Background: an optimization exercise with open tools, aiming at small area, a short achievable clock period and few clock cycles per item. Do not read the settings as production practice.
Function was checked by simulation only, so behaviour that the tests miss may differ from the original.
Power and IR drop assume default switching activity.

Settings: LEC_CHECK=0, CAP_MARGIN=20, CORE_MARGIN=10, CORE_UTILIZATION=30, PLACE_DENSITY=0.5, SLEW_MARGIN=20; clock period 6.5 ns.
run.sh (not shown) runs the stock make flow with config.mk's settings and CLKGATE_MAP_FILE= SYNTH_SCRIPT=/design/flow/synth_recipe.tcl, a recipe that flattens the netlist after the stock synthesis.
The first run finished with timing, DRC and antenna clean.
Testbench counts at the start, summed over its fixed seeds: cycles 30,284, items 16,000.
Then changed:
--- a/flow/design.v
+++ b/flow/design.v
@@ -58,7 +58,7 @@
 package exu_pkg;
   localparam int XLEN = 64;
   typedef logic [XLEN-1:0] xlen_t;
-  localparam int MUL_RADIX_BITS = 4;
+  localparam int MUL_RADIX_BITS = 8;
   typedef struct packed {
     logic sel_sum;    
     logic clr_lsb;    
Worst setup slack improves by 0.046 ns.
Final area rises by 19%.
Clock power rises by about 7%.
Total power rises by 32%.
Via count rises by 17%.
Maximum frequency rises by 0.82%.
Synthesized cell count rises by 18%.
Hold slack is about the same.
Non-clock buffer count rises by 32.
Global-route usage rises by 0.47 points.
Synthesized area rises by 21%.
Testbench counts after the change, summed over its fixed seeds: cycles 22,948, items 16,000.

Another version of the RTL of exec_unit (not shown whole).
Size in the first run: roughly 230 I/O pins, ~41000 um^2 of cells after synthesis.
==> flow/config.mk <==
export PLATFORM = sky130hd
export DESIGN_NAME = exec_unit
export DESIGN_NICKNAME = exec_unit
export VERILOG_FILES = /design/flow/design.v
export SDC_FILE = /design/flow/constraint.sdc
export NUM_CORES = 4
export LEC_CHECK = 0
export ABC_AREA = 1
export CAP_MARGIN = 20
export CORE_MARGIN = 10
export CORE_UTILIZATION = 40
export PLACE_DENSITY = 0.6
export SETUP_SLACK_MARGIN = 3.3
export SLEW_MARGIN = 20
==> flow/constraint.sdc <==
create_clock -name core_clock -period 6.5 [get_ports {clk}]
set_input_delay 1.3000 -clock core_clock [delete_from_list [all_inputs] [get_ports {clk}]]
set_output_delay 1.3000 -clock core_clock [all_outputs]
set_load 0.01 [all_outputs]
Testbench counts at the start, summed over its fixed seeds: cycles 23,029, items 16,000.
Edit:
--- a/flow/design.v
+++ b/flow/design.v
@@ -235,33 +235,34 @@
   end
 endmodule
 `default_nettype wire
 `default_nettype none
 module int_alu (
   input  wire exu_pkg::alu_ctl_t ctl_i,
   input  wire exu_pkg::xlen_t    op_a_i,
   input  wire exu_pkg::xlen_t    op_b_i,
   input  wire [5:0]              shamt_i,    
+  input  wire                    fill_i,     
   output exu_pkg::xlen_t         result_o
 );
   localparam int XLEN = exu_pkg::XLEN;
   exu_pkg::xlen_t sum;
   logic           cout;
   exu_pkg::xlen_t shr;
   exu_pkg::xlen_t shl;
   logic           eq, lt_u, lt_s, cond;
   exu_pkg::xlen_t res;
   assign {cout, sum} = {1'b0, op_a_i} + {1'b0, op_b_i};
   assign eq   = &(op_a_i ^ op_b_i);
   assign lt_u = cout;
   assign lt_s = (op_a_i[XLEN-1] != op_b_i[XLEN-1]) ? lt_u : !op_a_i[XLEN-1];
   assign cond = ((ctl_i.c_eq & eq) | (ctl_i.c_lts & lt_s) | (ctl_i.c_ltu & lt_u)) ^ ctl_i.c_inv;
-  assign shr = XLEN'($signed({ctl_i.sh_arith & op_a_i[XLEN-1], op_a_i}) >>> shamt_i);
+  assign shr = XLEN'($signed({fill_i, op_a_i}) >>> shamt_i);
   always_comb begin
     for (int i = 0; i < XLEN; i++) shl[i] = shr[XLEN-1-i];
   end
   always_comb begin
     res = ({XLEN{ctl_i.sel_sum}} & {sum[XLEN-1:1] ^ {(XLEN-1){ctl_i.inv}},
                                      (sum[0] ^ ctl_i.inv) & !ctl_i.clr_lsb})
         | ({XLEN{ctl_i.sel_shr}} & shr)
         | ({XLEN{ctl_i.sel_shl}} & shl)
         | ({XLEN{ctl_i.sel_p}} & (op_a_i ^ op_b_i))
@@ -388,22 +389,25 @@
 );
   localparam int K      = 8;
   localparam int NSTEP  = 64 / K;
   localparam int NSTEPW = 32 / K;
   localparam int CNT_W  = $clog2(NSTEP);
   exu_pkg::alu_ctl_t ctl_d, ctl_q, ctl_hi;
   exu_pkg::mul_req_t mreq_d, mreq_q;
   exu_pkg::xlen_t    op_a_d, op_b_d, op_a_q, op_b_q;
   logic [5:0]        shamt_q;   
+  exu_pkg::xlen_t    mcand_q;   
+  logic              fill_q;    
   exu_pkg::xlen_t    alu_res;
   logic              is_mul;
   logic              accept, accept_mul;
   logic              busy_q;   
+  logic              busy_d;
   logic              alu_v_q;
   logic              mul_run_q, mul_fin_q;
   logic              fin_low, fin_high;
   logic [CNT_W-1:0]  cnt_q;
   logic              last_step;
   logic [66:0]       acc_s_q, acc_c_q, acc_s_d, acc_c_d;
   logic [K-1:0]      ret_s_q, ret_c_q, ret_s_d, ret_c_d;
   logic              low_ci_q, low_ci_d;
   logic              first_q;
@@ -426,34 +430,35 @@
   assign accept_mul = accept & is_mul;
   assign fin_low  = mul_fin_q & !mreq_q.take_high;
   assign fin_high = mul_fin_q & mreq_q.take_high;
   always_comb begin
     ctl_hi         = '0;
     ctl_hi.sel_sum = 1'b1;
   end
   always_ff @(posedge clk) begin
     if (!busy_q) begin
-      op_a_q <= op_a_d;
-      op_b_q <= op_b_d;
-      mreq_q <= mreq_d;
+      op_b_q  <= op_b_d;
+      mreq_q  <= mreq_d;
+      mcand_q <= src_a_i;
     end else if (fin_high) begin
-      op_a_q <= high_s;
-      op_b_q <= high_c;
+      op_b_q  <= high_c;
     end else begin
-      op_b_q <= low_next;
+      op_b_q  <= low_next;
     end
+    op_a_q  <= busy_q ? high_s : op_a_d;
     ctl_q   <= busy_q ? ctl_hi : ctl_d;
     shamt_q <= op_b_d[5:0];
+    fill_q  <= ctl_d.sh_arith & op_a_d[63];
   end
   assign last_step = mul_run_q &&
                      (cnt_q == (mreq_q.word ? CNT_W'(NSTEPW - 1) : CNT_W'(NSTEP - 1)));
   shift_add_mul shift_add_mul_inst (
-    .mcand_i     (op_a_q),
+    .mcand_i     (mcand_q),
     .a_neg_i     (mreq_q.a_neg),
     .one_i       (one_q),
     .two_i       (two_q),
     .neg_i       (neg_q),
     .one_h_i     (one_h_q),
     .two_h_i     (two_h_q),
     .neg_h_i     (neg_h_q),
     .first_i     (first_q),
     .corr_i      (mreq_q.corr),
@@ -488,41 +493,38 @@
     one_q    <= one_d;
     two_q    <= two_d;
     neg_q    <= neg_d;
     one_h_q  <= {4{busy_q | accept_mul}} & one_d;
     two_h_q  <= {4{busy_q | accept_mul}} & two_d;
     neg_h_q  <= {4{busy_q | accept_mul}} & neg_d;
     first_q  <= accept_mul;
     cnt_q    <= accept_mul ? '0 : cnt_q + 1'b1;
   end
+  assign busy_d = accept_mul | (mul_run_q & !(last_step & !mreq_q.take_high));
   always_ff @(posedge clk or negedge arst_n_i) begin
     if (!arst_n_i) begin
       mul_run_q <= 1'b0;
       mul_fin_q <= 1'b0;
-      ready_o   <= 1'b1;
-      busy_q    <= 1'b0;
+      ready_o   <= 1'b0;
+      busy_q    <= 1'b1;
     end else begin
       mul_run_q <= accept_mul | (mul_run_q & !last_step);
       mul_fin_q <= last_step;
-      if (accept_mul) begin
-        ready_o <= 1'b0;
-        busy_q  <= 1'b1;
-      end else if ((last_step & !mreq_q.take_high) | fin_high) begin
-        ready_o <= 1'b1;
-        busy_q  <= 1'b0;
-      end
+      ready_o   <= !busy_d;
+      busy_q    <= busy_d;
     end
   end
   int_alu int_alu_inst (
     .ctl_i    (ctl_q),
     .op_a_i   (op_a_q),
     .op_b_i   (op_b_q),
     .shamt_i  (shamt_q),
+    .fill_i   (fill_q),
     .result_o (alu_res)
   );
   always_ff @(posedge clk) begin
     if (fin_low) begin
       result_o <= mreq_q.word ? {{32{low_next[63]}}, low_next[63:32]} : low_next;
     end else begin
       result_o <= alu_res;
     end
   end
What happened: Core utilization went down by 0.47 points. Routed wire length went down by about 0.56%. Sequential cell count went up by 64. First-iteration DRC count went down by 14%. Hold slack is about the same. Maximum frequency went down by about 1.8%.
Testbench counts after the change, summed over its fixed seeds: cycles 23,029, items 16,000.

## separate check: timing with driven ports
How much do the figures lean on ideal ports? The routed layouts below were timed once more, with nothing changed but the port constraints.
Step 1 sets driving cells, clkbuf_16 on the clock port and buf_2 on the other inputs (assumed; they add their load-dependent delay and slew).
Step 2 adds t to the input delays and takes it off the output delays; t is the mean of the earliest and latest rising clock arrival at the registers after step 1. Input paths then give back, and output paths get back, about the clock's delay inside the block.
a / b / c = ideal ports / drivers / drivers and shift; a / b = the first two.
| run | t, ns | setup slack, ns | worst setup path after step 2 | latest minus earliest clock arrival (ns) |
|---|---|---|---|---|
| the first run of note 1 | 0.710 | 0.862 / 0.862 / 0.862 | register to register | 0.029 / 0.029 |
| the second run of note 1 | 0.738 | 0.908 / 0.908 / 0.908 | register to register | 0.042 / 0.041 |
| the first run of note 2 | 0.742 | 3.280 / 3.287 / 2.585 | input to register | 0.029 / 0.029 |
| the second run of note 2 | 0.766 | 3.221 / 3.247 / 2.508 | input to register | 0.057 / 0.057 |
After both steps every run listed still meets setup and hold. The setup slack of the second run of note 2, which loses most, moves by +0.026 ns with the drivers and by -0.713 ns with both steps.
